This design comes from an exercise in tuning for small area, a short achievable clock period and few clock cycles per item on the open sky130 flow, not from production work.
In this exercise RTL edits were held to simulation tests only and were not proved equivalent to the original.

<file path="flow/flow/run.sh">
#!/bin/bash
set -euo pipefail
export BUFFER_PORTS_ARGS="-buffer_cell sky130_fd_sc_hd__buf_1"
bash standard.sh > standard_flow.log 2>&1
</file>
<file path="flow/standard.sh">
#!/bin/bash
# synth_recipe.tcl (not shown) runs the flow's synth.tcl, then flattens the netlist and writes it again
# the make line also repeats each setting of config.mk as NAME=value (left out here)
make -C /OpenROAD-flow-scripts/flow DESIGN_CONFIG=/design/flow/config.mk WORK_HOME=/design/flow/orfs CLKGATE_MAP_FILE= SYNTH_SCRIPT=/design/flow/synth_recipe.tcl "${@:-finish}"
</file>
<file path="flow/config.mk">
export PLATFORM = sky130hd
export DESIGN_NAME = muldiv_seq
export DESIGN_NICKNAME = muldiv_seq
export VERILOG_FILES = /design/flow/design.v
export SDC_FILE = /design/flow/constraint.sdc
export NUM_CORES = 4
export LEC_CHECK = 0
export CAP_MARGIN = 20
export CELL_PAD_IN_SITES_DETAIL_PLACEMENT = 1
export CELL_PAD_IN_SITES_GLOBAL_PLACEMENT = 1
export CORE_MARGIN = 2
export CORE_UTILIZATION = 40
export PLACE_DENSITY = 0.5
export SETUP_SLACK_MARGIN = 5
export SLEW_MARGIN = 20
</file>
<file path="flow/constraint.sdc">
create_clock -name core_clock -period 11.0 [get_ports {clk}]
set_input_delay 2.2000 -clock core_clock [delete_from_list [all_inputs] [get_ports {clk}]]
set_output_delay 2.2000 -clock core_clock [all_outputs]
set_load 0.01 [all_outputs]
</file>
<file path="flow/design.v">
module muldiv_seq (
   input  logic        clk,
   input  logic        rst,
   input  logic        start_i,
   input  logic [2:0]  op_i,
   input  logic [31:0] rs1_i,
   input  logic [31:0] rs2_i,
   input  logic        flush_i,
   output logic        stall_o,
   output logic        busy_o,
   output logic        done_o,
   output logic [31:0] result_o
);
   logic        busy_q, done_q;
   logic        accept, run, last, fast;
   assign accept = ~busy_q & start_i & ~flush_i;
   assign run    = busy_q & ~done_q;
   always_ff @(posedge clk or negedge rst) begin
      if (!rst) begin
         busy_q <= 1'b0;
         done_q <= 1'b0;
      end else if (!busy_q) begin
         busy_q <= accept;
         done_q <= accept & fast;
      end else if (done_q || flush_i) begin
         busy_q <= 1'b0;
         done_q <= 1'b0;
      end else begin
         done_q <= last;
      end
   end
   assign stall_o = rst & (accept | run);
   assign busy_o  = busy_q;
   assign done_o  = done_q;
   function automatic logic [5:0] topbit(input logic [31:0] x);
      logic [15:0] v1, p1;
      logic [7:0]  v2;
      logic [15:0] p2;
      logic [3:0]  v3;
      logic [11:0] p3;
      logic [1:0]  v4;
      logic [7:0]  p4;
      logic [4:0]  p5;
      for (int i = 0; i < 16; i++) begin
         v1[i] = x[2*i+1] | x[2*i];
         p1[i] = x[2*i+1];
      end
      for (int i = 0; i < 8; i++) begin
         v2[i]      = v1[2*i+1] | v1[2*i];
         p2[2*i+:2] = {v1[2*i+1], v1[2*i+1] ? p1[2*i+1] : p1[2*i]};
      end
      for (int i = 0; i < 4; i++) begin
         v3[i]      = v2[2*i+1] | v2[2*i];
         p3[3*i+:3] = {v2[2*i+1], v2[2*i+1] ? p2[4*i+2+:2] : p2[4*i+:2]};
      end
      for (int i = 0; i < 2; i++) begin
         v4[i]      = v3[2*i+1] | v3[2*i];
         p4[4*i+:4] = {v3[2*i+1], v3[2*i+1] ? p3[6*i+3+:3] : p3[6*i+:3]};
      end
      p5     = {v4[1], v4[1] ? p4[7:4] : p4[3:0]};
      topbit = {v4[1] | v4[0], p5};
   endfunction
   logic        is_mul, sa, sb, an, bn, b_zero, swap, a_pw, a_lt_b;
   logic [31:0] a_x, b_x, a_e;
   logic [5:0]  ta, tb;     
   logic        a_short, b_short, a_tiny, b_tiny;
   logic        m_short;    
   logic        m_tiny;     
   logic        m_extra;    
   assign is_mul  = ~op_i[2];
   assign sa      = is_mul ? (op_i[1:0] != 2'b11) : ~op_i[0];
   assign sb      = is_mul ? ~op_i[1] : ~op_i[0];
   assign an      = sa & rs1_i[31];
   assign bn      = sb & rs2_i[31];
   assign a_x     = rs1_i ^ {32{rs1_i[31]}};
   assign b_x     = rs2_i ^ {32{rs2_i[31]}};
   assign a_e     = {a_x[30:0], 1'b1};
   assign a_pw    = (a_x & ~a_e) == '0;
   assign ta      = (rs1_i[31] & ~sa) ? 6'd63 : ((rs1_i[31] & a_pw) ? topbit(a_e) : topbit(a_x));
   assign tb      = (rs2_i[31] & ~sb) ? 6'd63 : topbit(b_x);
   assign b_zero  = (rs2_i == '0);
   assign a_lt_b  = tb[5] & (~ta[5] | (ta[4:0] < tb[4:0]));
   assign fast    = ~is_mul & (b_zero | a_lt_b);
   assign a_short = (a_x[30:15] == '0) & (sa | ~rs1_i[31]);
   assign b_short = (b_x[30:15] == '0) & (sb | ~rs2_i[31]);
   assign a_tiny  = (a_x[30:7] == '0) & (sa | ~rs1_i[31]);
   assign b_tiny  = (b_x[30:7] == '0) & (sb | ~rs2_i[31]);
   assign swap    = (a_tiny & ~b_tiny) | (a_short & ~b_short) | (~(rs1_i[31] & ~sa) & rs2_i[31] & ~sb);
   assign m_short = swap ? a_short : b_short;
   assign m_tiny  = swap ? a_tiny : b_tiny;
   assign m_extra = swap ? (rs1_i[31] & ~sa) : (rs2_i[31] & ~sb);
   logic [5:0]  ta_q, tb_q;
   logic        prep_q;
   logic [6:0]  dq;         
   assign dq      = (ta_q[5] ? {2'b00, ta_q[4:0]} + 7'd1 : 7'd0) - (tb_q[5] ? {2'b00, tb_q[4:0]} + 7'd1 : 7'd0);
   logic [33:0] hi;
   logic [31:0] lo;
   logic [32:0] v;          
   logic        v_rs1_q, v_sgn_q;
   logic        ylast;
   logic [2:0]  ng_q;       
   logic [1:0]  ns_q;       
   logic [1:0]  j8_q;       
   logic        j4_q;       
   logic        j28_q;      
   logic        short_q;    
   logic        tiny_q;     
   logic        x_q;        
   logic        neg_q;      
   logic        fix_q;      
   logic        mul_q, bneg_q, rem_q;
   logic        res_hi_q, res_one_q, res_zero_q;
   logic st_norm, st_j8, st_j4, st_j28, st_x, st_neg, st_fix, st_corr, st_any;
   logic x_now_q, fix_now_q, corr_now_q;
   assign st_neg = neg_q;
   assign st_fix = fix_now_q;
   assign st_x   = x_now_q;
   assign st_corr = corr_now_q;
   assign st_any = neg_q | fix_now_q | x_now_q | corr_now_q | prep_q;
   always_comb begin
      st_norm = 1'b0; st_j8 = 1'b0; st_j4 = 1'b0; st_j28 = 1'b0;
      if (!st_any) begin
         if (mul_q) begin
            st_norm = 1'b1;
         end else begin
            if (j28_q)          st_j28  = 1'b1;
            else if (j8_q != 0) st_j8   = 1'b1;
            else if (j4_q)      st_j4   = 1'b1;
            else                st_norm = 1'b1;
         end
      end
   end
   logic norm_end;
   assign norm_end = st_norm & (ng_q == 3'd0) & (ns_q == 2'd3);
   assign last     = st_x | st_fix | (st_corr & ~fix_q) | (norm_end & ~x_q & ~fix_q & ~corr_need);
   logic [31:0] res_pre;
   assign res_pre = res_hi_q ? hi[31:0] : lo;
   assign v = v_rs1_q ? {v_sgn_q & rs1_i[31], rs1_i} : {v_sgn_q & rs2_i[31], rs2_i};
   logic [36:0] v_ext;
   assign v_ext = {{4{v[32]}}, v};
   function automatic logic [2:0] booth(input logic b1, input logic b0, input logic bl);
      booth = {b0 ^ bl, (b1 & ~b0 & ~bl) | (~b1 & b0 & bl), b1};
   endfunction
   logic        a_one, a_two, a_neg, b_one, b_two, b_neg;
   logic [2:0]  bda_ld, bdb_ld, bda_nx, bdb_nx;
   logic [3:0]  mlo;
   assign mlo    = swap ? rs1_i[3:0] : rs2_i[3:0];
   assign bda_ld = booth(mlo[1], mlo[0], 1'b0);
   assign bdb_ld = booth(mlo[3], mlo[2], mlo[1]);
   assign bda_nx = booth(~(norm_end & x_q) & lo[5], ~(norm_end & x_q) & lo[4], lo[3]);
   assign bdb_nx = booth(~(norm_end & x_q) & lo[7], ~(norm_end & x_q) & lo[6], ~(norm_end & x_q) & lo[5]);
   logic        ya_res;     
   logic [36:0] pa, pb, pc, cs_s, cs_c;
   logic        pa_div;     
   assign pa_div = ~mul_q & ~corr_now_q;
   assign pa   = ya_res ? ~{5'd0, res_pre} :
                 pa_div ? {{2{hi[33]}}, hi[33:0], lo[31]} : {{3{hi[33]}}, hi};
   assign pb   = (({37{a_one}} & v_ext) | ({37{a_two}} & {v_ext[35:0], 1'b0})) ^ {37{a_neg}};
   assign pc   = {(({35{b_one}} & v_ext[34:0]) | ({35{b_two}} & {v_ext[33:0], 1'b0})) ^ {35{b_neg}},
                  b_neg, b_neg};
   assign cs_s = pa ^ pb ^ pc;
   assign cs_c = {(pa[35:0] & pb[35:0]) | (pa[35:0] & pc[35:0]) | (pb[35:0] & pc[35:0]), a_neg};
   logic [36:0] sum;
   assign sum = cs_s + cs_c + {36'd0, b_neg | ya_res};
   logic        ge, corr_need;
   assign ge        = ~sum[36];
   assign corr_need = ~mul_q & rem_q & ~ge;    
   always_ff @(posedge clk) begin
      if (!busy_q) begin
         hi      <= '0;
         lo      <= (is_mul & ~swap) ? rs2_i : rs1_i;
         v_rs1_q <= is_mul & ~swap;
         v_sgn_q <= (is_mul & ~swap) ? sa : sb;
         ylast   <= 1'b0;
         mul_q   <= is_mul;
         bneg_q  <= bn;
         rem_q   <= op_i[1];
         if (is_mul) begin
            {a_one, a_two, a_neg} <= bda_ld;
            {b_one, b_two, b_neg} <= bdb_ld;
         end else begin
            {a_one, a_two, a_neg} <= {~an, 1'b0, ~an & ~bn};    
            {b_one, b_two, b_neg} <= 3'b000;
         end
         if (is_mul) begin
            ng_q  <= {2'b00, ~m_short};           
            ns_q  <= {m_tiny, 1'b0};              
            x_q   <= m_extra;
            j8_q  <= 2'd0;
            j4_q  <= 1'b0;
            j28_q <= 1'b0;
         end else begin
            ns_q  <= 2'd0;
            x_q   <= 1'b0;
         end
         neg_q      <= ~is_mul & an;
         ya_res     <= ~is_mul & an;
         prep_q     <= ~is_mul;
         ta_q       <= ta;
         tb_q       <= tb;
         x_now_q    <= 1'b0;
         fix_now_q  <= 1'b0;
         corr_now_q <= 1'b0;
         fix_q      <= ~is_mul & (op_i[1] ? an : (an ^ bn));
         res_hi_q   <= is_mul ? (op_i[1:0] != 2'b00) : (op_i[1] & ~fast & ~an);
         short_q    <= is_mul & m_short & ~m_tiny;
         tiny_q     <= is_mul & m_tiny;
         res_one_q  <= ~is_mul & ~op_i[1] & b_zero;
         res_zero_q <= ~is_mul & ~op_i[1] & ~b_zero & a_lt_b;
      end else begin
         ya_res <= (norm_end & fix_q & ~corr_need) | (st_corr & fix_q);
         if (prep_q) begin
            prep_q <= 1'b0;
            ng_q   <= dq[5] ? 3'd7 : dq[4:2];
            j8_q   <= (dq[5] || dq[4:2] == 3'd0) ? 2'd0 : ~dq[4:3];
            j4_q   <= ~dq[5] & ~dq[2] & (dq[4:2] != 3'd0);
            j28_q  <= ~dq[5] & (dq[4:2] == 3'd0);
         end
         if (st_norm) begin
            if (mul_q) begin
               hi    <= {sum[36], sum[36:4]};
               lo    <= {sum[3:0], lo[31:4]};
               ylast <= lo[3];
               {a_one, a_two, a_neg} <= bda_nx;
               {b_one, b_two, b_neg} <= bdb_nx;
            end else begin
               hi    <= sum[33:0];
               lo    <= {lo[30:0], ge};
               if (norm_end && corr_need) {a_one, a_two, a_neg} <= {1'b1, 1'b0, bneg_q};
               else if (norm_end && fix_q) {a_one, a_two, a_neg} <= 3'b000;
               else                        a_neg <= bneg_q ^ ge;
            end
            ns_q      <= ns_q + 2'd1;
            if (ns_q == 2'd3) ng_q <= ng_q - 3'd1;
            x_now_q   <= norm_end & x_q;
            fix_now_q <= norm_end & fix_q & ~corr_need;
            corr_now_q <= norm_end & corr_need;
         end else if (st_j8) begin
            hi   <= {2'b00, hi[23:0], lo[31:24]};
            lo   <= {lo[23:0], 8'd0};
            j8_q <= j8_q - 2'd1;
         end else if (st_j28) begin
            hi    <= {2'b00, hi[3:0], lo[31:4]};
            lo    <= {lo[3:0], 28'd0};
            j28_q <= 1'b0;
         end else if (st_j4) begin
            hi   <= {2'b00, hi[27:0], lo[31:28]};
            lo   <= {lo[27:0], 4'd0};
            j4_q <= 1'b0;
         end else if (prep_q & ~neg_q) begin
            hi <= '0;
            lo <= rs1_i;
         end else begin     
            hi        <= st_neg ? 34'd0 : sum[33:0];
            lo        <= sum[31:0];
            res_hi_q  <= ~st_neg | rem_q;
            neg_q     <= 1'b0;
            fix_q     <= fix_q & (st_neg | st_corr);
            x_q       <= 1'b0;
            x_now_q   <= 1'b0;
            fix_now_q <= st_corr & fix_q;
            corr_now_q <= 1'b0;
            if (st_corr) {a_one, a_two, a_neg} <= 3'b000;
            else         {a_one, a_two, a_neg} <= {1'b1, 1'b0, ~bneg_q};
         end
      end
   end
   logic [31:0] res_short, res_tiny;
   assign res_short = res_hi_q ? {{14{hi[33]}}, hi[33:16]} : {hi[15:0], lo[31:16]};
   assign res_tiny  = res_hi_q ? {{22{hi[33]}}, hi[33:24]} : {hi[23:0], lo[31:24]};
   assign result_o  = res_one_q ? 32'hFFFF_FFFF : (res_zero_q ? 32'd0 :
                      (short_q ? res_short : (tiny_q ? res_tiny : res_pre)));
endmodule
</file>
==> flow_metrics.env, run 1 <==
export IMPL_status="no timing/DRC/antenna violations"
export IMPL_grtUsageTotal=0.381
export IMPL_die_w_um=207
export IMPL_min_period_ns=5.96
export IMPL_hp_class="flip-flop to flip-flop"
export IMPL_path_max_fanout=12
export IMPL_core_um2=40800
export IMPL_routedWlPerCell_um=30.2
export IMPL_ant_nets=0
export IMPL_tightest_slew_ns=1.31
export IMPL_final_common_cell="nand2_1"
export IMPL_required_ns=11.38
export IMPL_postCtsHoldBufs=0
export IMPL_routed_via_density=6.85
export IMPL_io_pins=106
export IMPL_netlist_area_um2=16600
export IMPL_placed_area_um2=17300
export IMPL_critPathLaunch="rs1_i[12]"
export IMPL_met1_usage=0.540
export IMPL_cp_start_kind="input port"
export IMPL_syn_inst=2293
export IMPL_grt_pass1_vias=18500
export IMPL_yosysTopAreaCellShare=0.0858
export IMPL_path_clk_slew_ns=0.07
export IMPL_yosysWarnings=1
export IMPL_r2r_end="lo[28]"
export IMPL_h_tree_depth=4
export IMPL_numCtsBuffers=17
export IMPL_cp_arrival_ns=6.34
export IMPL_grt_pass1_wl_um=125000
export IMPL_fill_cells=5047
export IMPL_slew_violations=0
export IMPL_portBuffers=105
export IMPL_dr_total_vias=19400
export IMPL_grt_antenna_before_repair=1
export IMPL_finalHoldViolations=0
export IMPL_rsz0062_at_grt="yes"
export IMPL_utilization=0.461
export IMPL_wl_um=85500
export IMPL_grt_busiest_layer="met2"
export IMPL_fp_dieArea_um2=43000
export IMPL_maxCapViolations=0
export IMPL_endpoint="lo[23]"
export IMPL_placed_cells=2779
export IMPL_synth_edf_count=40
export IMPL_clock_sinks=113
export IMPL_syn_nets=2453
export IMPL_async_flop_share=0.0177
export IMPL_clock_path_buffers=2
export IMPL_ys_types=87
export IMPL_holdWs_ns=0.467
export IMPL_fin_crit_sh=0.542
export IMPL_dr_pass1_iters=10
export IMPL_die_h_um=207
export IMPL_final_cell_mix="212 x nand2_1, 182 x o21ai_0, 172 x a21oi_1"
export IMPL_ys_flop_type="dfxtp_1"
export IMPL_syn_area_per_cell_um2=7.22
export IMPL_final_setup_viol_count=0
export IMPL_r2r_start="res_hi_q"
export IMPL_finalInstanceArea_um2=18800
export IMPL_drive_gt1_frac=0.148
export IMPL_r2r_slack_ns=5.41
export IMPL_drc=0
export IMPL_clk_latency_ns=0.46
export IMPL_tritoncts="done"
export IMPL_setup_tns_ns=0
export IMPL_grt_met2_usage=0.568
export IMPL_finalWeightedCongestion=0.988
export IMPL_worst_setup_path_type="input port to flip-flop"
export IMPL_dp_hpwl_um=62500
export IMPL_root_buffer="clkbuf_16"
export IMPL_synth_area_top_cells="dfxtp_1 8.6%, edfxtp_1 7.3%, o21ai_0 5.9%"
export IMPL_fmax_mhz=168
export IMPL_met3_usage=0.0731
export IMPL_slew_limit_headroom=0.124
export IMPL_synth_area_leader_cell="dfxtp_1"
export IMPL_fin_nets=2443
export IMPL_finalClockSkew_ns=0.0138
export IMPL_grt_max_degree=69
export IMPL_gr_total_overflow=0
export IMPL_ys_seq_elements=113
export IMPL_area_delta_synth_final_pct=13.8
export IMPL_drt_initial_drc_count=2658
export IMPL_fin_cells=2830
export IMPL_rows=74
export IMPL_crit_path_end_kind="flip-flop"
export IMPL_start_util=0.405
export IMPL_ys_seq_area_frac=0.161
export IMPL_reg2reg_depth=16
registers in the layout, summed over array words and instances (netlist names), 2 cells and up:
name and cells:
ta_q 6, tb_q 6, ns_q 2, j8_q 2, hi 34, ng_q 3, lo 32
layout make-up:
| type | instances | area (um2) | share of cell area |
|---|---|---|---|
| antenna | 2 | 5.00 | 0.000266 |
| clock inverter | 15 | 173 | 0.00917 |
| timing repair buffer | 183 | 1130 | 0.0601 |
| tap | 532 | 666 | 0.0353 |
| multi-input combinational | 1844 | 13300 | 0.706 |
| inverter | 124 | 469 | 0.0249 |
| clock buffer | 17 | 425 | 0.0226 |
| sequential | 113 | 2680 | 0.142 |
worst min-delay path by stage:
| stage | start | endpoint | cells after the start |
|---|---|---|---|
| after detailed placement | x_now_q | x_now_q | 2 |
| after global routing | x_now_q | x_now_q | 2 |
| final | x_now_q | x_now_q | 2 |
| after CTS | x_now_q | x_now_q | 2 |
| after floorplan | x_now_q | x_now_q | 2 |
| after global placement | x_now_q | x_now_q | 2 |
Yosys cell counts, drive strengths merged, types with 31 or more instances:
cell type    n
nand2      220
o21ai      200
a21oi      186
clkbuf     175
nor2       160
inv        122
xor2        90
a22oi       77
dfxtp       71
mux2i       62
nand3       57
nand2b      56
mux2        52
ha          51
nor3        48
edfxtp      40
a221oi      39
fa          38
buf         37
a21o        36
o211ai      31
stage by stage:
step	setup slack (ns)
2_1_floorplan	4.96
3_3_place_gp	3.66
3_5_place_dp	3.54
4_1_cts	5.00
5_1_grt	4.91
6_report	5.04
cells by family (layout without fill, tap and decap cells):
group	Yosys count	after routing	synth area share
other	0	2	0
DFF	113	113	0.161
adders and majority gates	89	89	0.0845
and+or+nand+nor	685	685	0.197
muxes	121	121	0.0828
AOI/OAI and AO/OA	833	833	0.333
xor gates and xnor gates	116	116	0.0614
buffers and inverters	336	339	0.0804
critical path: stages:
cell and delay [ns]:
buf_1 0.08, buf_6 0.15, mux2_4 0.31, a22oi_1 0.23, xor2_1 0.14, fa_1 0.56, inv_1 0.05, ha_1 0.43
a21oi_2 0.15, nor2_1 0.12, nor2_1 0.06, o31a_1 0.32, o211ai_1 0.42, xor2_1 0.71, nand2_1 0.14, a21o_1 0.18
o211ai_1 0.07
repair_timing:
| action | 4_1_cts | 5_1_grt |
|---|---|---|
| gates cloned | 0 | 2 |
| buffers inserted | 4 | 9 |
| setup endpoints to repair | 52 | 48 |
| pin swaps | 10 | 24 |
| gates resized for setup | 89 | 98 |
layer usage:
layer	part of all wire	vias to the layer above
met4	0.042	2
li1	-	8390
met2	0.43	1038
met5	0.00020	-
met1	0.44	9727
met3	0.093	215
Testbench counts, summed over its fixed seeds: cycles 20,709, items 2,400.
==> run 2: changes to the inputs <==
--- a/flow/design.v
+++ b/flow/design.v
@@ -89,10 +89,8 @@
    assign m_short = swap ? a_short : b_short;
    assign m_tiny  = swap ? a_tiny : b_tiny;
    assign m_extra = swap ? (rs1_i[31] & ~sa) : (rs2_i[31] & ~sb);
-   logic [5:0]  ta_q, tb_q;
-   logic        prep_q;
-   logic [6:0]  dq;         
-   assign dq      = (ta_q[5] ? {2'b00, ta_q[4:0]} + 7'd1 : 7'd0) - (tb_q[5] ? {2'b00, tb_q[4:0]} + 7'd1 : 7'd0);
+   logic [4:0]  dq;
+   assign dq      = ta[4:0] - tb[4:0];
    logic [33:0] hi;
    logic [31:0] lo;
    logic [32:0] v;          
@@ -116,7 +114,7 @@
    assign st_fix = fix_now_q;
    assign st_x   = x_now_q;
    assign st_corr = corr_now_q;
-   assign st_any = neg_q | fix_now_q | x_now_q | corr_now_q | prep_q;
+   assign st_any = neg_q | fix_now_q | x_now_q | corr_now_q;
    always_comb begin
       st_norm = 1'b0; st_j8 = 1'b0; st_j4 = 1'b0; st_j28 = 1'b0;
       if (!st_any) begin
@@ -190,14 +188,15 @@
             j4_q  <= 1'b0;
             j28_q <= 1'b0;
          end else begin
+            ng_q  <= dq[4:2];
             ns_q  <= 2'd0;
+            j8_q  <= (dq[4:2] == 3'd0) ? 2'd0 : ~dq[4:3];
+            j4_q  <= ~dq[2] & (dq[4:2] != 3'd0);
+            j28_q <= dq[4:2] == 3'd0;
             x_q   <= 1'b0;
          end
          neg_q      <= ~is_mul & an;
          ya_res     <= ~is_mul & an;
-         prep_q     <= ~is_mul;
-         ta_q       <= ta;
-         tb_q       <= tb;
          x_now_q    <= 1'b0;
          fix_now_q  <= 1'b0;
          corr_now_q <= 1'b0;
@@ -209,13 +208,6 @@
          res_zero_q <= ~is_mul & ~op_i[1] & ~b_zero & a_lt_b;
       end else begin
          ya_res <= (norm_end & fix_q & ~corr_need) | (st_corr & fix_q);
-         if (prep_q) begin
-            prep_q <= 1'b0;
-            ng_q   <= dq[5] ? 3'd7 : dq[4:2];
-            j8_q   <= (dq[5] || dq[4:2] == 3'd0) ? 2'd0 : ~dq[4:3];
-            j4_q   <= ~dq[5] & ~dq[2] & (dq[4:2] != 3'd0);
-            j28_q  <= ~dq[5] & (dq[4:2] == 3'd0);
-         end
          if (st_norm) begin
             if (mul_q) begin
                hi    <= {sum[36], sum[36:4]};
@@ -247,9 +239,6 @@
             hi   <= {2'b00, hi[27:0], lo[31:28]};
             lo   <= {lo[27:0], 4'd0};
             j4_q <= 1'b0;
-         end else if (prep_q & ~neg_q) begin
-            hi <= '0;
-            lo <= rs1_i;
          end else begin     
             hi        <= st_neg ? 34'd0 : sum[33:0];
             lo        <= sum[31:0];
==> flow_metrics.env, run 2 <==
export IMPL_status="no timing/DRC/antenna violations"
export IMPL_rows=72
export IMPL_dr_total_vias=17800
export IMPL_ys_types=88
export IMPL_fp_dieArea_um2=40500
export IMPL_slew_limit_headroom=0.241
export IMPL_finalHoldViolations=0
export IMPL_yosysWarnings=1
export IMPL_path_cells="buf_1 > mux2_2 > a22oi_1 > xor2_1 > fa_1 > inv_1 > ha_1 > inv_1 > o21ai_1 > o21a_1 > o211ai_1 > nand2_1 > a221o_1 > nor2_1 > xor2_1 > xor2_1 > a31o_2"
export IMPL_synth_area_top_cells="dfxtp_1 9.0%, mux2i_1 6.4%, edfxtp_1 5.4%"
export IMPL_synth_edf_count=28
export IMPL_numCtsBuffers=9
export IMPL_routed_via_density=6.61
export IMPL_cp_arrival_ns=6.20
export IMPL_drive_gt1_frac=0.160
export IMPL_dr_pass1_iters=7
export IMPL_clock_sinks=100
export IMPL_cpMostUsedCell="xor2_1"
export IMPL_async_flop_share=0.0200
export IMPL_gr_total_overflow=0
export IMPL_area_delta_synth_final_pct=13.8
export IMPL_ys_seq_elements=100
export IMPL_grt_antenna_before_repair=1
export IMPL_reg_top3="hi x34, lo x32, ng_q x3"
export IMPL_largest_reg_flops=34
export IMPL_syn_nets=2304
export IMPL_required_ns=11.14
export IMPL_final_common_cell="nand2_1"
export IMPL_drc=0
export IMPL_multi_input_area_um2=12800
export IMPL_synth_area_leader_cell="dfxtp_1"
export IMPL_wl_um=78100
export IMPL_yosysTopAreaCellShare=0.0901
export IMPL_slew_violations=0
export IMPL_yosysMostFrequentCell="nand2_1"
export IMPL_final_setup_viol_count=0
export IMPL_crit_family="compound AO/OA/AOI/OAI gates"
export IMPL_crit_path_end_kind="flip-flop"
export IMPL_syn_area_per_cell_um2=7.24
export IMPL_fin_nets=2325
export IMPL_setup_tns_ns=0
export IMPL_fin_crit_sh=0.550
export IMPL_yosys_top_cells_count="216 x nand2_1, 169 x nor2_1, 165 x a21oi_1, 157 x o21ai_0, 146 x clkbuf_1"
export IMPL_die_w_um=201
export IMPL_drt_initial_drc_count=1868
export IMPL_rsz0062_at_grt="yes"
export IMPL_maxCapViolations=0
export IMPL_start_util=0.403
export IMPL_ys_flop_type="dfxtp_1"
export IMPL_tightest_slew_ns=1.11
export IMPL_ys_seq_area_frac=0.147
export IMPL_postCtsHoldBufs=0
export IMPL_finalWeightedCongestion=0.950
export IMPL_worst_setup_path_type="input port to flip-flop"
export IMPL_regArea_um2=2290
export IMPL_root_buffer="clkbuf_16"
export IMPL_routedWlPerCell_um=29.0
export IMPL_core_um2=38600
export IMPL_clk_latency_ns=0.39
export IMPL_path_clk_slew_ns=0.08
export IMPL_h_tree_depth=3
export IMPL_path_buf_inv=3
export IMPL_netlist_area_um2=15600
export IMPL_clock_path_buffers=2
export IMPL_fmax_mhz=165
export IMPL_grtUsageTotal=0.374
export IMPL_grt_pass1_vias=17300
export IMPL_hp_class="flip-flop to flip-flop"
export IMPL_finalClockSkew_ns=0.0136
export IMPL_grt_max_degree=69
export IMPL_path_max_fanout=6
export IMPL_grt_pass1_wl_um=115000
export IMPL_place_ws_ns=3.78
export IMPL_dp_hpwl_um=59400
export IMPL_final_cell_mix="213 x nand2_1, 164 x nor2_1, 160 x a21oi_1"
export IMPL_antenna_cells=0
export IMPL_min_period_ns=6.05
export IMPL_max_stage_delay_ns=0.50
export IMPL_portBuffers=105
export IMPL_cp_start_kind="input port"
export IMPL_ant_nets=0
export IMPL_tritoncts="done"
export IMPL_fill_cells=4889
export IMPL_cpMaxStageDelayCell="fa_1"
export IMPL_die_h_um=201
export IMPL_largest_register="hi"
export IMPL_fin_ws_ns=4.95
export IMPL_syn_inst=2150
export IMPL_io_pins=106
[run 2: layout make-up]
| cell class | instances | share of cell area |
|---|---|---|
| Multi-Input combinational cell | 1742 | 0.725 |
| Sequential cell | 100 | 0.130 |
| Timing Repair Buffer | 193 | 0.0654 |
| Tap cell | 518 | 0.0366 |
| Inverter | 125 | 0.0271 |
| Clock buffer | 9 | 0.0127 |
| Clock inverter | 7 | 0.00339 |
[run 2: final timing paths]
| check | startpoint | endpoint | slack, ns | depth (start not counted) |
|---|---|---|---|---|
| worst max register to register | res_hi_q | a_neg | 5.29 | 17 |
| worst max-delay path | rs2_i[24] | a_neg | 4.95 | 17 |
| min in group asynchronous | rst | done_q | 1.61 | 1 |
| worst min register to register | done_q | busy_q | 0.53 | 1 |
| max in group asynchronous | rst | busy_q | 9.22 | 1 |
| worst min-delay path | done_q | busy_q | 0.53 | 1 |
[run 2: logic make-up after synthesis]
group,count (synthesis),share of synthesized area
adders and majority gates,83,0.0851
AOI/OAI and AO/OA,739,0.319
buffers and inverters,308,0.0773
and+or+nand+nor,649,0.197
xor gates and xnor gates,110,0.0619
DFF,100,0.147
muxes,161,0.113
[run 2: routing by layer]
metal / share of wire / vias to the layer above / global-route usage
met5: 0.00017 / - / 0
met3: 0.090 / 160 / 0.0573
met4: 0.033 / 2 / 0.117
met1: 0.44 / 8874 / 0.536
met2: 0.44 / 890 / 0.576
li1: - / 7892 / -
[run 2: repair_timing]
item,4_1_cts,5_1_grt
pin swaps,9,28
gates resized for setup,62,127
buffers inserted,11,25
cloned,0,0
endpoints found under the setup margin,58,56
[run 2: metrics by stage]
step	hold slack, ns	cells	area, um2	util
after floorplan	0.508	2150	15700	-
after global placement	0.497	2641	16300	0.424
after detailed placement	0.509	2641	16300	0.424
after CTS	0.528	2668	17000	0.440
after global routing	0.577	2694	17700	0.459
final	0.528	2694	17700	0.459
Testbench counts of run 2, summed over its fixed seeds: cycles 20,153, items 2,400.
==> run 3: changes to the inputs <==
--- a/flow/config.mk
+++ b/flow/config.mk
@@ -5,6 +5,7 @@
 export SDC_FILE = /design/flow/constraint.sdc
 export NUM_CORES = 4
 export LEC_CHECK = 0
+export ABC_AREA = 1
 export CAP_MARGIN = 20
 export CELL_PAD_IN_SITES_DETAIL_PLACEMENT = 1
 export CELL_PAD_IN_SITES_GLOBAL_PLACEMENT = 1
==> flow_metrics.env, run 3 <==
export IMPL_numCtsBuffers=9
export IMPL_cpMaxStageDelayCell="fa_1"
export IMPL_path_max_fanout=5
export IMPL_status="no timing/DRC/antenna violations"
export IMPL_fmax_mhz=167
export IMPL_path_clk_slew_ns=0.08
export IMPL_synth_area_leader_cell="nand2_1"
export IMPL_maxCapViolations=0
export IMPL_grt_max_degree=84
export IMPL_async_flop_share=0.0200
export IMPL_utilization=0.440
export IMPL_ys_seq_elements=100
export IMPL_min_period_ns=6.00
export IMPL_synth_area_top_cells="nand2_1 19%, dfxtp_1 9.3%, o21ai_0 9.0%"
export IMPL_ant_nets=0
export IMPL_portBuffers=105
export IMPL_cp_arrival_ns=6.14
export IMPL_tightest_slew_ns=1.11
export IMPL_rows=71
export IMPL_core_um2=37300
export IMPL_io_pins=106
export IMPL_clk_latency_ns=0.39
export IMPL_grt_pass1_wl_um=117000
export IMPL_setup_tns_ns=0
export IMPL_grt_antenna_before_repair=0
export IMPL_start_util=0.403
export IMPL_yosysTopAreaCellShare=0.188
export IMPL_synth_edf_count=28
export IMPL_routedWlPerCell_um=26.1
export IMPL_ys_flop_type="dfxtp_1"
export IMPL_fp_dieArea_um2=39100
export IMPL_yosys_top_cells_count="754 x nand2_1, 298 x inv_1, 270 x o21ai_0, 191 x nor2_1, 167 x a21oi_1"
export IMPL_ys_types=58
export IMPL_clock_path_buffers=2
export IMPL_area_delta_synth_final_pct=9.33
export IMPL_fin_nets=2746
export IMPL_ys_seq_area_frac=0.152
export IMPL_drc=0
export IMPL_gr_total_overflow=0
export IMPL_syn_inst=2564
export IMPL_clock_sinks=100
export IMPL_largest_reg_flops=34
export IMPL_netlist_area_um2=15000
export IMPL_fin_crit_sh=0.545
export IMPL_finalHoldViolations=0
export IMPL_largest_register="hi"
export IMPL_slew_violations=0
export IMPL_die_h_um=198
export IMPL_h_tree_depth=3
export IMPL_path_cells="buf_1 > o21ai_2 > o22ai_1 > xor2_1 > fa_1 > inv_1 > ha_1 > a21oi_1 > o21ai_1 > a21oi_2 > o22ai_1 > nor3_1 > nand3_1 > or2_4 > nand4_1 > nand2_1 > o21bai_1 > nand2_1"
export IMPL_crit_path_end_kind="flip-flop"
export IMPL_reg_top3="hi x34, lo x32, ng_q x3"
export IMPL_finalClockSkew_ns=0.00750
export IMPL_yosysMostFrequentCell="nand2_1"
export IMPL_die_w_um=198
export IMPL_final_cell_mix="746 x nand2_1, 295 x inv_1, 235 x o21ai_0"
export IMPL_grtUsageTotal=0.402
export IMPL_cp_start_kind="input port"
export IMPL_drive_gt1_frac=0.0620
export IMPL_dp_hpwl_um=63100
export IMPL_final_common_cell="nand2_1"
export IMPL_dr_pass1_iters=8
export IMPL_hp_class="flip-flop to flip-flop"
export IMPL_wl_um=80000
export IMPL_antenna_cells=0
export IMPL_max_stage_delay_ns=0.58
export IMPL_routed_via_density=6.18
export IMPL_drt_initial_drc_count=1866
export IMPL_syn_area_per_cell_um2=5.86
export IMPL_yosysWarnings=1
export IMPL_syn_nets=2718
export IMPL_dr_total_vias=19000
export IMPL_required_ns=11.14
export IMPL_worst_setup_path_type="input port to flip-flop"
export IMPL_final_setup_viol_count=0
export IMPL_root_buffer="clkbuf_16"
export IMPL_rsz0062_at_grt="yes"
export IMPL_slew_limit_headroom=0.251
export IMPL_finalWeightedCongestion=1.01
export IMPL_grt_pass1_vias=18300
export IMPL_tritoncts="done"
-- run 3: cell count changes after synthesis, sizes merged, moves of 30 or more --
| cell | before | now |
|---|---|---|
| a22oi | 72 | 4 |
| nand2b | 44 | 1 |
| mux2i | 99 | 0 |
| nand3 | 54 | 88 |
| nand2 | 216 | 757 |
| mux2 | 56 | 0 |
| o22ai | 36 | 100 |
| clkbuf | 148 | 98 |
| o21ai | 161 | 316 |
| inv | 122 | 304 |
| nor2 | 169 | 199 |
-- run 3: final cells by class --
type	count	area, um2
Fill cell	5234	20900
Multi-Input combinational cell	2027	11300
Sequential cell	100	2290
Inverter	309	1190
Timing Repair Buffer	144	743
Tap cell	474	593
Clock buffer	9	225
Clock inverter	7	68.8
Timing Repair inverter	1	8.76
-- run 3: worst paths after layout --
path                            slack, ns      start       to  depth (start not counted)
max in group asynchronous            9.27        rst   busy_q                          1
min in group asynchronous            1.59        rst   done_q                          1
worst min-delay path                 0.58        x_q  x_now_q                          2
worst min register to register       0.58        x_q  x_now_q                          2
worst max-delay path                 5.00  rs2_i[21]    a_one                         18
worst max register to register       5.35      mul_q   lo[25]                         20
-- run 3: cell families after synthesis --
logic type	count (synthesis)	synth area share
simple gates	1109	0.299
compound gates	729	0.281
buf+inv	437	0.117
xor+xnor	106	0.0618
flops	100	0.152
fa+ha+maj	83	0.0881
-- run 3: metal layers --
| layer | share of wire | global-route usage | vias to the layer above |
|---|---|---|---|
| met5 | 0 | 0 | - |
| met4 | 0.073 | 0.252 | 0 |
| met3 | 0.082 | 0.0773 | 211 |
| met2 | 0.43 | 0.613 | 937 |
| met1 | 0.42 | 0.523 | 9213 |
| li1 | - | - | 8621 |
-- run 3: stage by stage --
| stage | area, um2 | std cells | hold WS [ns] | worst slack [ns] |
|---|---|---|---|---|
| 6_report | 16400 | 3071 | 0.583 | 5.00 |
| 5_1_grt | 16400 | 3071 | 0.613 | 4.80 |
| 4_1_cts | 16100 | 3061 | 0.561 | 4.98 |
| 3_5_place_dp | 15600 | 3040 | 0.553 | 3.90 |
| 3_3_place_gp | 15600 | 3040 | 0.537 | 4.00 |
| 2_1_floorplan | 15000 | 2564 | 0.467 | 5.19 |
-- run 3: critical path, delay by kind of cell --
family          cells  cell delay (ns)
simple gates        6             0.97
compound gates      7             1.59
buf+inv             2             0.23
fa+ha+maj           2             0.96
xor+xnor            1             0.19
-- run 3: what timing repair did --
action | in CTS | in global routing
endpoints found under the setup margin | 53 | 64
cloned | 1 | 2
hold buffers | 0 | 0
buffers inserted | 4 | 8
gates resized for setup | 49 | 69
pin swaps | 1 | 7
==> run 4: changes to the inputs <==
--- a/flow/design.v
+++ b/flow/design.v
@@ -13,6 +13,7 @@
 );
    logic        busy_q, done_q;
    logic        accept, run, last, fast;
+   logic        ge, corr_need;
    assign accept = ~busy_q & start_i & ~flush_i;
    assign run    = busy_q & ~done_q;
    always_ff @(posedge clk or negedge rst) begin
@@ -160,7 +161,6 @@
    assign cs_c = {(pa[35:0] & pb[35:0]) | (pa[35:0] & pc[35:0]) | (pb[35:0] & pc[35:0]), a_neg};
    logic [36:0] sum;
    assign sum = cs_s + cs_c + {36'd0, b_neg | ya_res};
-   logic        ge, corr_need;
    assign ge        = ~sum[36];
    assign corr_need = ~mul_q & rem_q & ~ge;    
    always_ff @(posedge clk) begin
--- a/flow/config.mk
+++ b/flow/config.mk
@@ -5,7 +5,6 @@
 export SDC_FILE = /design/flow/constraint.sdc
 export NUM_CORES = 4
 export LEC_CHECK = 0
-export ABC_AREA = 1
 export CAP_MARGIN = 20
 export CELL_PAD_IN_SITES_DETAIL_PLACEMENT = 1
 export CELL_PAD_IN_SITES_GLOBAL_PLACEMENT = 1
@@ -14,3 +13,4 @@
 export PLACE_DENSITY = 0.5
 export SETUP_SLACK_MARGIN = 5
 export SLEW_MARGIN = 20
+export TNS_END_PERCENT = 5
==> flow_metrics.env, run 4 <==
export IMPL_status="no timing/DRC/antenna violations"
export IMPL_holdWs_ns=0.528
export IMPL_fmax_mhz=163
export IMPL_hp_start="done_q"
export IMPL_hold_path_depth=1
export IMPL_rows=72
export IMPL_finalHoldViolations=0
export IMPL_final_common_cell="nand2_1"
export IMPL_path_cells="buf_1 > mux2_2 > a22oi_1 > xor2_1 > fa_1 > inv_1 > ha_4 > a21o_1 > a31o_2 > a221o_1 > a31oi_4 > o41ai_1 > buf_4 > a31oi_4 > nand2_1 > xnor2_2 > o22ai_1 > a21o_1"
export IMPL_drt_initial_drc_count=2028
export IMPL_finalClockSkew_ns=0.0150
export IMPL_highest_layer="met5"
export IMPL_area_delta_synth_final_pct=11.7
export IMPL_fp_dieArea_um2=40500
export IMPL_clock_path_buffers=2
export IMPL_r2r_slack_ns=5.11
export IMPL_antenna_cells=0
export IMPL_ys_seq_elements=100
export IMPL_start_util=0.403
export IMPL_path_max_fanout=6
export IMPL_crit_path_end_kind="flip-flop"
export IMPL_final_cell_mix="215 x nand2_1, 167 x nor2_1, 162 x a21oi_1"
export IMPL_cpMaxStageDelayCell="fa_1"
export IMPL_portBuffers=105
export IMPL_root_buffer="clkbuf_16"
export IMPL_synth_edf_count=28
export IMPL_rsz0062_at_grt="yes"
export IMPL_grt_max_degree=69
export IMPL_ys_seq_area_frac=0.147
export IMPL_slew_violations=0
export IMPL_yosysMostFrequentCell="nand2_1"
export IMPL_yosys_top_cells_count="216 x nand2_1, 169 x nor2_1, 165 x a21oi_1, 157 x o21ai_0, 146 x clkbuf_1"
export IMPL_drive_gt1_frac=0.140
export IMPL_final_setup_viol_count=0
export IMPL_wl_um=78100
export IMPL_grt_antenna_before_repair=1
export IMPL_reg_top3="hi x34, lo x32, ng_q x3"
export IMPL_finalInstanceArea_um2=17400
export IMPL_yosysWarnings=1
export IMPL_hp_class="flip-flop to flip-flop"
export IMPL_place_ws_ns=3.78
export IMPL_numCtsBuffers=9
export IMPL_fin_nets=2308
export IMPL_gr_total_overflow=0
export IMPL_routedWlPerCell_um=29.2
export IMPL_largest_reg_flops=34
export IMPL_reg2reg_depth=17
export IMPL_fin_crit_sh=0.557
export IMPL_synth_area_leader_cell="dfxtp_1"
export IMPL_r2r_start="res_hi_q"
export IMPL_syn_nets=2304
export IMPL_syn_inst=2150
export IMPL_met2_length_um=34100
export IMPL_netlist_area_um2=15600
export IMPL_setup_tns_ns=0
export IMPL_drc=0
export IMPL_h_tree_depth=3
export IMPL_ys_flop_type="dfxtp_1"
export IMPL_ys_types=88
export IMPL_fin_cells=2677
export IMPL_r2r_end="hi[23]"
export IMPL_maxCapViolations=0
export IMPL_tightest_slew_ns=1.11
export IMPL_wl_met1_um=34800
export IMPL_clk_latency_ns=0.39
export IMPL_grt_pass1_vias=17300
export IMPL_fill_cells=4905
export IMPL_placed_cells=2641
export IMPL_async_flop_share=0.0200
export IMPL_die_h_um=201
export IMPL_syn_area_per_cell_um2=7.24
export IMPL_dr_total_vias=17800
export IMPL_path_buf_inv=3
export IMPL_slew_limit_headroom=0.243
export IMPL_synth_area_top_cells="dfxtp_1 9.0%, mux2i_1 6.4%, edfxtp_1 5.4%"
export IMPL_placed_area_um2=16300
export IMPL_io_pins=106
export IMPL_cp_arrival_ns=6.42
export IMPL_core_um2=38600
export IMPL_fin_ws_ns=4.87
export IMPL_yosysTopAreaCellShare=0.0901
export IMPL_max_stage_delay_ns=0.56
export IMPL_required_ns=11.29
export IMPL_utilization=0.451
export IMPL_dr_pass1_iters=9
export IMPL_crit_family="compound AO/OA/AOI/OAI gates"
export IMPL_cp_start_kind="input port"
export IMPL_postCtsHoldBufs=0
export IMPL_clock_sinks=100
export IMPL_ant_nets=0
export IMPL_tritoncts="done"
export IMPL_grtUsageTotal=0.374
export IMPL_finalWeightedCongestion=0.950
export IMPL_worst_setup_path_type="input port to flip-flop"
export IMPL_die_w_um=201
export IMPL_grt_pass1_wl_um=115000
export IMPL_dp_hpwl_um=59400
export IMPL_largest_register="hi"
export IMPL_routed_via_density=6.64
export IMPL_wl_met3_um=6660
export IMPL_holdPathEnd="busy_q"
export IMPL_min_period_ns=6.13
export IMPL_path_clk_slew_ns=0.09
==> run 4: cell types whose count changed after synthesis, moves of 28 or more <==
| cell | delta |
|---|---|
| mux2_2 | +56 |
| a31oi_1 | +29 |
| nand3_1 | -36 |
| o22ai_1 | -64 |
| nand2b_1 | +43 |
| o21ai_1 | -43 |
| o21ai_0 | -113 |
| o21bai_1 | +28 |
| inv_1 | -176 |
| clkbuf_1 | +48 |
| a22oi_1 | +68 |
| nand2_1 | -538 |
| mux2i_1 | +99 |
==> run 4: cell type report <==
class | count | area, um2 | area share
tap | 518 | 648 | 0.0373
timing repair buffer | 176 | 1020 | 0.0586
clock inverter | 7 | 60.1 | 0.00346
clock buffer | 9 | 225 | 0.0130
inverter | 125 | 477 | 0.0274
sequential | 100 | 2290 | 0.132
multi-input combinational | 1742 | 12700 | 0.728
==> run 4: cell families after synthesis <==
family	Yosys count	synth area share
compound gates	739	0.319
xor+xnor	110	0.0619
fa+ha+maj	83	0.0851
buf+inv	308	0.0773
flops	100	0.147
mux	161	0.113
simple gates	649	0.197
==> run 4: worst reg2reg max path: cells and delay by family, from the launching register on <==
family / cells / cell delay (ns)
simple gates: 1 / 0.16
xor+xnor: 1 / 0.32
compound gates: 9 / 2.39
buf+inv: 3 / 1.03
flops: 1 / 0.78
fa+ha+maj: 2 / 0.75
mux: 1 / 0.38
==> run 4: what timing repair did <==
item / in CTS / in global routing
pin swaps: 3 / 19
gates cloned: 0 / 1
setup endpoints to repair: 58 / 59
gates resized for setup: 38 / 100
buffers inserted: 7 / 11
==> run 4: how the worst max path moves through the flow <==
stage | start | end | slack [ns] | cells past startpoint
2_1_floorplan | rs1_i[31] | a_neg | 5.00 | 20
3_3_place_gp | rs2_i[14] | a_neg | 3.79 | 18
3_5_place_dp | rs2_i[14] | a_neg | 3.78 | 18
4_1_cts | rs1_i[7] | hi[31] | 4.86 | 18
5_1_grt | rs2_i[29] | hi[31] | 4.75 | 16
6_report | rs2_i[5] | hi[23] | 4.87 | 18
==> run 4: per-layer routing <==
layer | vias to the layer above | track usage
li1 | 7859 | -
met1 | 8914 | 0.537
met2 | 866 | 0.573
met3 | 144 | 0.0570
met4 | 2 | 0.121
met5 | - | 0
Testbench counts of run 4, summed over its fixed seeds: cycles 20,153, items 2,400.
==> run 5: changes to the inputs <==
--- a/flow/config.mk
+++ b/flow/config.mk
@@ -5,6 +5,7 @@
 export SDC_FILE = /design/flow/constraint.sdc
 export NUM_CORES = 4
 export LEC_CHECK = 0
+export ABC_AREA = 1
 export CAP_MARGIN = 20
 export CELL_PAD_IN_SITES_DETAIL_PLACEMENT = 1
 export CELL_PAD_IN_SITES_GLOBAL_PLACEMENT = 1
==> flow_metrics.env, run 5 <==
export IMPL_cp_arrival_ns=6.12
export IMPL_dr_total_vias=19000
export IMPL_final_common_cell="nand2_1"
export IMPL_yosysTopAreaCellShare=0.188
export IMPL_tritoncts="done"
export IMPL_wl_um=80200
export IMPL_io_pins=106
export IMPL_synth_area_top_cells="nand2_1 19%, dfxtp_1 9.3%, o21ai_0 9.0%"
export IMPL_path_buf_inv=2
export IMPL_crit_family="compound AO/OA/AOI/OAI gates"
export IMPL_path_cells="buf_1 > o21ai_2 > o22ai_1 > xor2_1 > fa_1 > inv_1 > ha_1 > a21oi_1 > o21ai_1 > a21oi_2 > o22ai_1 > nor3_1 > nand3_1 > or2_4 > nand4_1 > nand2_1 > o21bai_1 > nand2_1"
export IMPL_rsz0062_at_grt="yes"
export IMPL_netlist_area_um2=15000
export IMPL_multi_input_area_um2=11300
export IMPL_hold_path_depth=2
export IMPL_fin_crit_sh=0.544
export IMPL_ys_seq_elements=100
export IMPL_cp_start_kind="input port"
export IMPL_die_h_um=198
export IMPL_numCtsBuffers=9
export IMPL_grt_met2_usage=0.612
export IMPL_path_clk_slew_ns=0.08
export IMPL_max_stage_delay_ns=0.58
export IMPL_largest_register="hi"
export IMPL_antenna_cells=0
export IMPL_portBuffers=105
export IMPL_finalWeightedCongestion=1.01
export IMPL_path_max_fanout=5
export IMPL_synth_area_leader_cell="nand2_1"
export IMPL_drt_initial_drc_count=1861
export IMPL_reg_top3="hi x34, lo x32, ng_q x3"
export IMPL_grtUsageTotal=0.403
export IMPL_clk_latency_ns=0.39
export IMPL_fmax_mhz=167
export IMPL_grt_antenna_before_repair=0
export IMPL_syn_inst=2564
export IMPL_async_flop_share=0.0200
export IMPL_slew_limit_headroom=0.245
export IMPL_r2r_slack_ns=5.10
export IMPL_grt_pass1_vias=18300
export IMPL_rows=71
export IMPL_slew_violations=0
export IMPL_cpMaxStageDelayCell="fa_1"
export IMPL_hp_class="flip-flop to flip-flop"
export IMPL_routed_via_density=6.19
export IMPL_met3_usage=0.0775
export IMPL_clock_sinks=100
export IMPL_routedWlPerCell_um=26.1
export IMPL_largest_reg_flops=34
export IMPL_reg2reg_depth=23
export IMPL_finalClockSkew_ns=0.00873
export IMPL_met1_usage=0.524
export IMPL_h_tree_depth=3
export IMPL_yosysMostFrequentCell="nand2_1"
export IMPL_regArea_um2=2290
export IMPL_drc=0
export IMPL_syn_nets=2718
export IMPL_fin_ws_ns=5.02
export IMPL_required_ns=11.14
export IMPL_dp_hpwl_um=63100
export IMPL_setup_tns_ns=0
export IMPL_yosysWarnings=1
export IMPL_cp_depth=18
export IMPL_final_cell_mix="748 x nand2_1, 296 x inv_1, 237 x o21ai_0"
export IMPL_ys_types=58
export IMPL_final_setup_viol_count=0
export IMPL_dr_pass1_iters=6
export IMPL_place_ws_ns=3.90
export IMPL_clock_path_buffers=2
export IMPL_grt_max_degree=84
export IMPL_worst_setup_path_type="input port to flip-flop"
export IMPL_crit_path_end_kind="flip-flop"
export IMPL_maxCapViolations=0
export IMPL_area_delta_synth_final_pct=8.97
export IMPL_start_util=0.403
export IMPL_ant_nets=0
export IMPL_syn_area_per_cell_um2=5.86
export IMPL_drive_gt1_frac=0.0562
export IMPL_yosys_top_cells_count="754 x nand2_1, 298 x inv_1, 270 x o21ai_0, 191 x nor2_1, 167 x a21oi_1"
export IMPL_grt_pass1_wl_um=117000
export IMPL_min_period_ns=5.98
export IMPL_ys_flop_type="dfxtp_1"
export IMPL_ys_seq_area_frac=0.152
export IMPL_fin_nets=2746
export IMPL_fp_dieArea_um2=39100
export IMPL_status="no timing/DRC/antenna violations"
export IMPL_fill_cells=5241
export IMPL_synth_edf_count=28
export IMPL_gr_total_overflow=0
export IMPL_finalHoldViolations=0
export IMPL_tightest_slew_ns=1.12
export IMPL_core_um2=37300
export IMPL_die_w_um=198
export IMPL_grt_busiest_layer="met2"
export IMPL_root_buffer="clkbuf_16"
## run 5: cell count changes after synthesis, moves of 43 or more
| cell | previous run | this run |
|---|---|---|
| nand2_1 | 216 | 754 |
| inv_1 | 122 | 298 |
| o21ai_0 | 157 | 270 |
| mux2i_1 | 99 | 0 |
| a22oi_1 | 72 | 4 |
| o22ai_1 | 36 | 100 |
| mux2_2 | 56 | 0 |
| clkbuf_1 | 146 | 98 |
| nand2b_1 | 44 | 1 |
| o21ai_1 | 2 | 45 |
## run 5: path summary, 6_finish.rpt
kind                       startpoint       to
setup / recovery            rs2_i[20]    a_one
hold / removal                    x_q  x_now_q
setup reg to reg                mul_q   lo[23]
hold reg to reg                   x_q  x_now_q
max in group asynchronous         rst   busy_q
min in group asynchronous         rst   done_q
## run 5: stage by stage
stage	instance area [um2]	hold slack, ns	cells	util
finish	16400	0.577	3071	0.439
floorplan	15000	0.467	2564	-
global route	16400	0.613	3071	0.439
CTS	16100	0.561	3061	0.431
detailed placement	15600	0.553	3040	0.419
global placement	15600	0.537	3040	0.419
## run 5: metal layers
metal  up-vias  routed length, um
li1       8637                  -
met1      9279              33400
met2       876              34200
met3       210               6740
met4         0               5830
met5         -                  0
## run 5: cells by family after synthesis
group                      after synthesis  synth area share
and+or+nand+nor                       1109             0.299
AOI/OAI and AO/OA                      729             0.281
xor gates and xnor gates               106            0.0618
adders and majority gates               83            0.0881
DFF                                    100             0.152
buffers and inverters                  437             0.117
## run 5: repair_timing
action / CTS / global route
pin swaps: 1 / 7
cloned: 1 / 2
resized for setup: 48 / 53
hold buffers: 0 / 0
endpoints found under the hold margin: 0 / 0
setup endpoints to repair: 53 / 64
buffers inserted: 4 / 8
## run 5: area by class of cell
cell class | count | share of cell area
flip-flops and latches | 100 | 0.140
repair inverters | 1 | 0.000535
clock inverters | 7 | 0.00420
well taps | 474 | 0.0362
clock buffers | 9 | 0.0137
multi-input cells | 2027 | 0.688
inverters | 309 | 0.0724
repair buffers | 144 | 0.0453
## run 5: tightest hold or removal path, stage by stage, from the launching register on
cell and delay (ns):
edfxtp_1 0.38, nand4_1 0.11, inv_1 0.06
==> run 6: changes to the inputs <==
--- a/flow/config.mk
+++ b/flow/config.mk
@@ -12,6 +12,6 @@
 export CORE_MARGIN = 2
 export CORE_UTILIZATION = 40
 export PLACE_DENSITY = 0.5
-export SETUP_SLACK_MARGIN = 5
+export SETUP_SLACK_MARGIN = 4.5
 export SLEW_MARGIN = 20
 export TNS_END_PERCENT = 5
==> flow_metrics.env, run 6 <==
export IMPL_path_max_fanout=5
export IMPL_reg_top3="hi x34, lo x32, ng_q x3"
export IMPL_cp_arrival_ns=6.51
export IMPL_h_tree_depth=3
export IMPL_fin_crit_sh=0.579
export IMPL_syn_inst=2564
export IMPL_dr_total_vias=18900
export IMPL_die_w_um=198
export IMPL_synth_area_top_cells="nand2_1 19%, dfxtp_1 9.3%, o21ai_0 9.0%"
export IMPL_wl_um=79200
export IMPL_r2r_start="mul_q"
export IMPL_hp_class="flip-flop to flip-flop"
export IMPL_routed_via_density=6.18
export IMPL_regArea_um2=2290
export IMPL_critPathLaunch="rs2_i[21]"
export IMPL_grtUsageTotal=0.401
export IMPL_die_h_um=198
export IMPL_finalWeightedCongestion=1.01
export IMPL_antenna_cells=0
export IMPL_ys_types=58
export IMPL_tightest_slew_ns=1.22
export IMPL_drt_initial_drc_count=1951
export IMPL_fmax_mhz=157
export IMPL_tritoncts="done"
export IMPL_grt_antenna_before_repair=0
export IMPL_synth_edf_count=28
export IMPL_path_buf_inv=2
export IMPL_dp_hpwl_um=63100
export IMPL_clk_latency_ns=0.39
export IMPL_drc=0
export IMPL_final_setup_viol_count=0
export IMPL_netlist_area_um2=15000
export IMPL_finalClockSkew_ns=0.00851
export IMPL_syn_nets=2718
export IMPL_clock_sinks=100
export IMPL_placed_cells=3040
export IMPL_largest_register="hi"
export IMPL_grt_pass1_wl_um=117000
export IMPL_area_delta_synth_final_pct=7.13
export IMPL_async_flop_share=0.0200
export IMPL_fin_cells=3063
export IMPL_root_buffer="clkbuf_16"
export IMPL_fin_nets=2738
export IMPL_grt_max_degree=84
export IMPL_fin_ws_ns=4.63
export IMPL_max_stage_delay_ns=0.58
export IMPL_crit_path_end_kind="flip-flop"
export IMPL_clock_path_buffers=2
export IMPL_setup_tns_ns=0
export IMPL_status="no timing/DRC/antenna violations"
export IMPL_start_util=0.403
export IMPL_yosysTopAreaCellShare=0.188
export IMPL_yosysWarnings=1
export IMPL_worst_setup_path_type="input port to flip-flop"
export IMPL_dr_pass1_iters=6
export IMPL_grt_pass1_vias=18200
export IMPL_synth_area_leader_cell="nand2_1"
export IMPL_final_cell_mix="753 x nand2_1, 297 x inv_1, 257 x o21ai_0"
export IMPL_ant_nets=0
export IMPL_syn_area_per_cell_um2=5.86
export IMPL_maxCapViolations=0
export IMPL_slew_violations=0
export IMPL_core_um2=37300
export IMPL_path_cells="buf_1 > o21ai_1 > o22ai_1 > xor2_1 > fa_1 > inv_1 > ha_1 > a21oi_1 > o21ai_0 > a21oi_1 > o22ai_1 > nor3_1 > nand3_1 > or2_2 > nand3_1 > nand2_1 > nand4_1 > nand3b_1"
export IMPL_cp_start_kind="input port"
export IMPL_path_clk_slew_ns=0.08
export IMPL_place_ws_ns=3.90
export IMPL_portBuffers=105
export IMPL_multi_input_area_um2=11100
export IMPL_final_common_cell="nand2_1"
export IMPL_required_ns=11.14
export IMPL_yosys_top_cells_count="754 x nand2_1, 298 x inv_1, 270 x o21ai_0, 191 x nor2_1, 167 x a21oi_1"
export IMPL_rsz0062_at_grt="yes"
export IMPL_drive_gt1_frac=0.0390
export IMPL_rows=71
export IMPL_ys_flop_type="dfxtp_1"
export IMPL_ys_seq_elements=100
export IMPL_crit_family="compound AO/OA/AOI/OAI gates"
export IMPL_min_period_ns=6.37
export IMPL_hp_start="x_q"
export IMPL_fill_cells=5272
export IMPL_finalHoldViolations=0
export IMPL_largest_reg_flops=34
export IMPL_routedWlPerCell_um=25.9
export IMPL_fp_dieArea_um2=39100
export IMPL_numCtsBuffers=9
export IMPL_yosysMostFrequentCell="nand2_1"
export IMPL_slew_limit_headroom=0.179
export IMPL_ys_seq_area_frac=0.152
export IMPL_gr_total_overflow=0
export IMPL_io_pins=106
export IMPL_cpMaxStageDelayCell="o21ai_1"
-- run 6: worst reg2reg max path: cells and delay by family (launching register included) --
family | cells | cell delay [ns]
DFF | 1 | 0.68
buffers and inverters | 2 | 1.10
and+or+nand+nor | 15 | 1.97
adders and majority gates | 2 | 0.90
AOI/OAI and AO/OA | 5 | 1.19
-- run 6: final cells by class --
type	count	share of cell area
Clock buffer	9	0.0140
Clock inverter	7	0.00427
Inverter	309	0.0737
Multi-Input combinational cell	2027	0.687
Sequential cell	100	0.142
Tap cell	474	0.0368
Timing Repair Buffer	137	0.0416
-- run 6: what timing repair did --
action | CTS | global route
pin swaps | 0 | 2
setup buffers | 0 | 6
hold endpoints to repair | 0 | 0
resized for setup | 3 | 35
hold buffers | 0 | 0
setup endpoints to repair | 8 | 32
gates cloned | 0 | 1
-- run 6: worst paths after layout --
path,slack (ns),cells past startpoint,to
max,4.63,18,a_neg
min,0.59,2,x_now_q
max reg2reg,5.04,24,lo[23]
min reg2reg,0.59,2,x_now_q
max in group asynchronous,9.27,1,busy_q
min in group asynchronous,1.59,1,done_q
-- run 6: metal layers --
layer  wire length (um)  part of all wire  track usage
met5                  0                 0            0
met4               5840             0.074        0.249
met3               6880             0.087       0.0782
met2              33900              0.43        0.612
met1              32600              0.41        0.520
-- run 6: kinds of logic after synthesis --
family	share of synthesized area
simple gates	0.299
buf+inv	0.117
flops	0.152
fa+ha+maj	0.0881
compound gates	0.281
xor+xnor	0.0618
-- run 6: per-stage QoR --
stage	utilization	instance area (um2)	hold slack (ns)
detailed placement	0.419	15600	0.553
global placement	0.419	15600	0.537
floorplan	-	15000	0.467
global route	0.432	16100	0.613
CTS	0.427	15900	0.561
finish	0.432	16100	0.585
==> run 7: changes to the inputs <==
--- a/flow/config.mk
+++ b/flow/config.mk
@@ -10,8 +10,8 @@
 export CELL_PAD_IN_SITES_DETAIL_PLACEMENT = 1
 export CELL_PAD_IN_SITES_GLOBAL_PLACEMENT = 1
 export CORE_MARGIN = 2
-export CORE_UTILIZATION = 40
-export PLACE_DENSITY = 0.5
-export SETUP_SLACK_MARGIN = 4.5
+export CORE_UTILIZATION = 55
+export PLACE_DENSITY = 0.65
+export SETUP_SLACK_MARGIN = 5
 export SLEW_MARGIN = 20
 export TNS_END_PERCENT = 5
==> flow_metrics.env, run 7 <==
export IMPL_yosysWarnings=1
export IMPL_rows=60
export IMPL_path_clk_slew_ns=0.09
export IMPL_clock_sinks=100
export IMPL_finalClockSkew_ns=0.0154
export IMPL_netlist_area_um2=15000
export IMPL_routed_via_density=7.33
export IMPL_drive_gt1_frac=0.0666
export IMPL_r2r_start="mul_q"
export IMPL_hp_start="lo[19]"
export IMPL_syn_area_per_cell_um2=5.86
export IMPL_rsz0062_at_grt="yes"
export IMPL_postCtsHoldBufs=0
export IMPL_min_period_ns=6.24
export IMPL_synth_area_top_cells="nand2_1 19%, dfxtp_1 9.3%, o21ai_0 9.0%"
export IMPL_path_cells="buf_1 > inv_1 > nand2_1 > o21ai_2 > o22ai_1 > xor2_1 > fa_1 > inv_1 > ha_1 > nand2_1 > nand2_1 > a31oi_1 > a21boi_0 > o21ai_1 > nand2_1 > nand3_2 > or2_4 > nand4_1 > nand2_1 > o21bai_1 > nand2_1"
export IMPL_fmax_mhz=160
export IMPL_grt_antenna_before_repair=4
export IMPL_r2r_end="a_one"
export IMPL_ys_flop_type="dfxtp_1"
export IMPL_ys_types=58
export IMPL_r2r_slack_ns=5.11
export IMPL_finalHoldViolations=0
export IMPL_clock_path_buffers=2
export IMPL_h_tree_depth=3
export IMPL_setup_tns_ns=0
export IMPL_tightest_slew_ns=1.36
export IMPL_yosys_top_cells_count="754 x nand2_1, 298 x inv_1, 270 x o21ai_0, 191 x nor2_1, 167 x a21oi_1"
export IMPL_area_delta_synth_final_pct=8.82
export IMPL_ant_nets=0
export IMPL_synth_edf_count=28
export IMPL_cp_arrival_ns=6.37
export IMPL_grt_max_degree=84
export IMPL_syn_nets=2718
export IMPL_wl_um=85700
export IMPL_start_util=0.559
export IMPL_holdPathEnd="lo[15]"
export IMPL_required_ns=11.13
export IMPL_reg2reg_depth=21
export IMPL_status="no timing/DRC/antenna violations"
export IMPL_portBuffers=105
export IMPL_cpMaxStageDelayCell="fa_1"
export IMPL_ys_seq_area_frac=0.152
export IMPL_dp_hpwl_um=60500
export IMPL_largest_register="hi"
export IMPL_routedWlPerCell_um=29.1
export IMPL_cp_start_kind="input port"
export IMPL_path_max_fanout=6
export IMPL_finalWeightedCongestion=1.15
export IMPL_final_common_cell="nand2_1"
export IMPL_async_flop_share=0.0200
export IMPL_cpMostUsedCell="nand2_1"
export IMPL_gr_total_overflow=0
export IMPL_hold_path_depth=2
export IMPL_die_h_um=169
export IMPL_max_stage_delay_ns=0.58
export IMPL_drc=0
export IMPL_reg_top3="hi x34, lo x32, ng_q x3"
export IMPL_ys_seq_elements=100
export IMPL_dr_pass1_iters=22
export IMPL_tritoncts="done"
export IMPL_dr_total_vias=21600
export IMPL_yosysTopAreaCellShare=0.188
export IMPL_die_w_um=169
export IMPL_grt_pass1_vias=21000
export IMPL_synth_area_leader_cell="nand2_1"
export IMPL_final_cell_mix="750 x nand2_1, 295 x inv_1, 227 x o21ai_0"
export IMPL_yosysMostFrequentCell="nand2_1"
export IMPL_worst_setup_path_type="input port to flip-flop"
export IMPL_core_um2=26900
export IMPL_slew_violations=0
export IMPL_grtUsageTotal=0.569
export IMPL_fin_nets=2747
export IMPL_syn_inst=2564
export IMPL_largest_reg_flops=34
export IMPL_numCtsBuffers=9
export IMPL_io_pins=106
export IMPL_final_setup_viol_count=0
export IMPL_fp_dieArea_um2=28700
export IMPL_grt_pass1_wl_um=124000
export IMPL_hp_class="flip-flop to flip-flop"
export IMPL_slew_limit_headroom=0.0804
export IMPL_root_buffer="clkbuf_16"
export IMPL_maxCapViolations=0
export IMPL_clk_latency_ns=0.38
export IMPL_crit_path_end_kind="flip-flop"
export IMPL_fin_crit_sh=0.568
export IMPL_drt_initial_drc_count=3917
-- run 7: how the worst max path moves through the flow --
stage,to,slack [ns],start,cells after the start
finish,a_one,4.76,rs1_i[15],21
global route,a_one,4.69,rs1_i[15],21
CTS,lo[21],4.97,rs1_i[2],21
detailed placement,a_one,3.88,rs1_i[31],22
global placement,a_one,4.31,rs1_i[31],23
floorplan,a_one,5.19,rs2_i[31],22
-- run 7: cell families after synthesis --
group,Yosys count,synth area share
compound gates,729,0.281
fa+ha+maj,83,0.0881
flops,100,0.152
simple gates,1109,0.299
buf+inv,437,0.117
xor+xnor,106,0.0618
-- run 7: per-stage QoR --
stage	worst slack (ns)	cells	hold slack [ns]	area [um2]	util
2_1_floorplan	5.19	2564	0.467	15000	-
6_report	4.76	2940	0.572	16400	0.609
4_1_cts	4.97	2927	0.555	16000	0.596
3_3_place_gp	4.31	2907	0.517	15500	0.575
3_5_place_dp	3.88	2907	0.531	15500	0.575
5_1_grt	4.69	2940	0.585	16400	0.609
-- run 7: layout make-up --
type                    count  area, um2
multi-input cells        2027      11400
fillers                  3883      10500
flip-flops and latches    100       2290
inverters                 309       1180
repair buffers            145        769
well taps                 341        427
clock buffers               9        225
clock inverters             7       86.3
repair inverters            1       8.76
diodes                      1       2.50
-- run 7: metal layers --
metal | part of all wire | global-route usage
met5 | 0.00050 | 0.00696
met2 | 0.40 | 0.829
met1 | 0.33 | 0.642
met4 | 0.12 | 0.480
met3 | 0.16 | 0.240
-- run 7: repair_timing --
item                                    in CTS  in global routing
setup buffers                                2                  9
resized for setup                           79                 52
cloned                                       2                  1
endpoints found under the setup margin      47                 56
pin swaps                                    3                  7
-- run 7: worst max-delay path, delay by kind of cell --
kind | cells | cell delay, ns
compound gates | 6 | 1.32
xor+xnor | 1 | 0.15
fa+ha+maj | 2 | 0.98
buf+inv | 3 | 0.34
simple gates | 9 | 1.37

port drivers added, routing unchanged:
No port has a modelled driver above. Below, the same layouts with a new extraction and two added sets of constraints. Step 1 (the two cells are an assumption about what drives the block):
set clk [get_ports {clk}]
set_driving_cell -lib_cell sky130_fd_sc_hd__clkbuf_16 $clk
set_driving_cell -lib_cell sky130_fd_sc_hd__buf_2 [delete_from_list [all_inputs] $clk]
Step 2 also shifts input and output timing later by t, the mid clock arrival at the registers, as if the neighbouring blocks saw the same clock. Three values: no drivers, after step 1, after step 2; two values: the first two.
run | shift t [ns] | setup WS [ns] | latest minus earliest clock arrival (ns) | pins driven straight from the clock port
run 1 | 0.506 | 5.043 / 5.075 / 4.569 | 0.014 / 0.014 | 1
run 2 | 0.430 | 4.946 / 4.966 / 4.536 | 0.014 / 0.014 | 1
run 3 | 0.436 | 5.004 / 5.030 / 4.594 | 0.007 / 0.008 | 1
run 4 | 0.431 | 4.875 / 4.896 / 4.464 | 0.015 / 0.015 | 1
run 5 | 0.433 | 5.017 / 5.040 / 4.607 | 0.009 / 0.009 | 1
run 6 | 0.437 | 4.628 / 4.659 / 4.222 | 0.008 / 0.008 | 1
run 7 | 0.426 | 4.756 / 4.776 / 4.350 | 0.016 / 0.015 | 1
After both steps setup and hold are still met in every run listed. For run 1, which loses most, drivers alone change the setup slack by +0.032 ns; drivers and shift together by -0.474 ns.
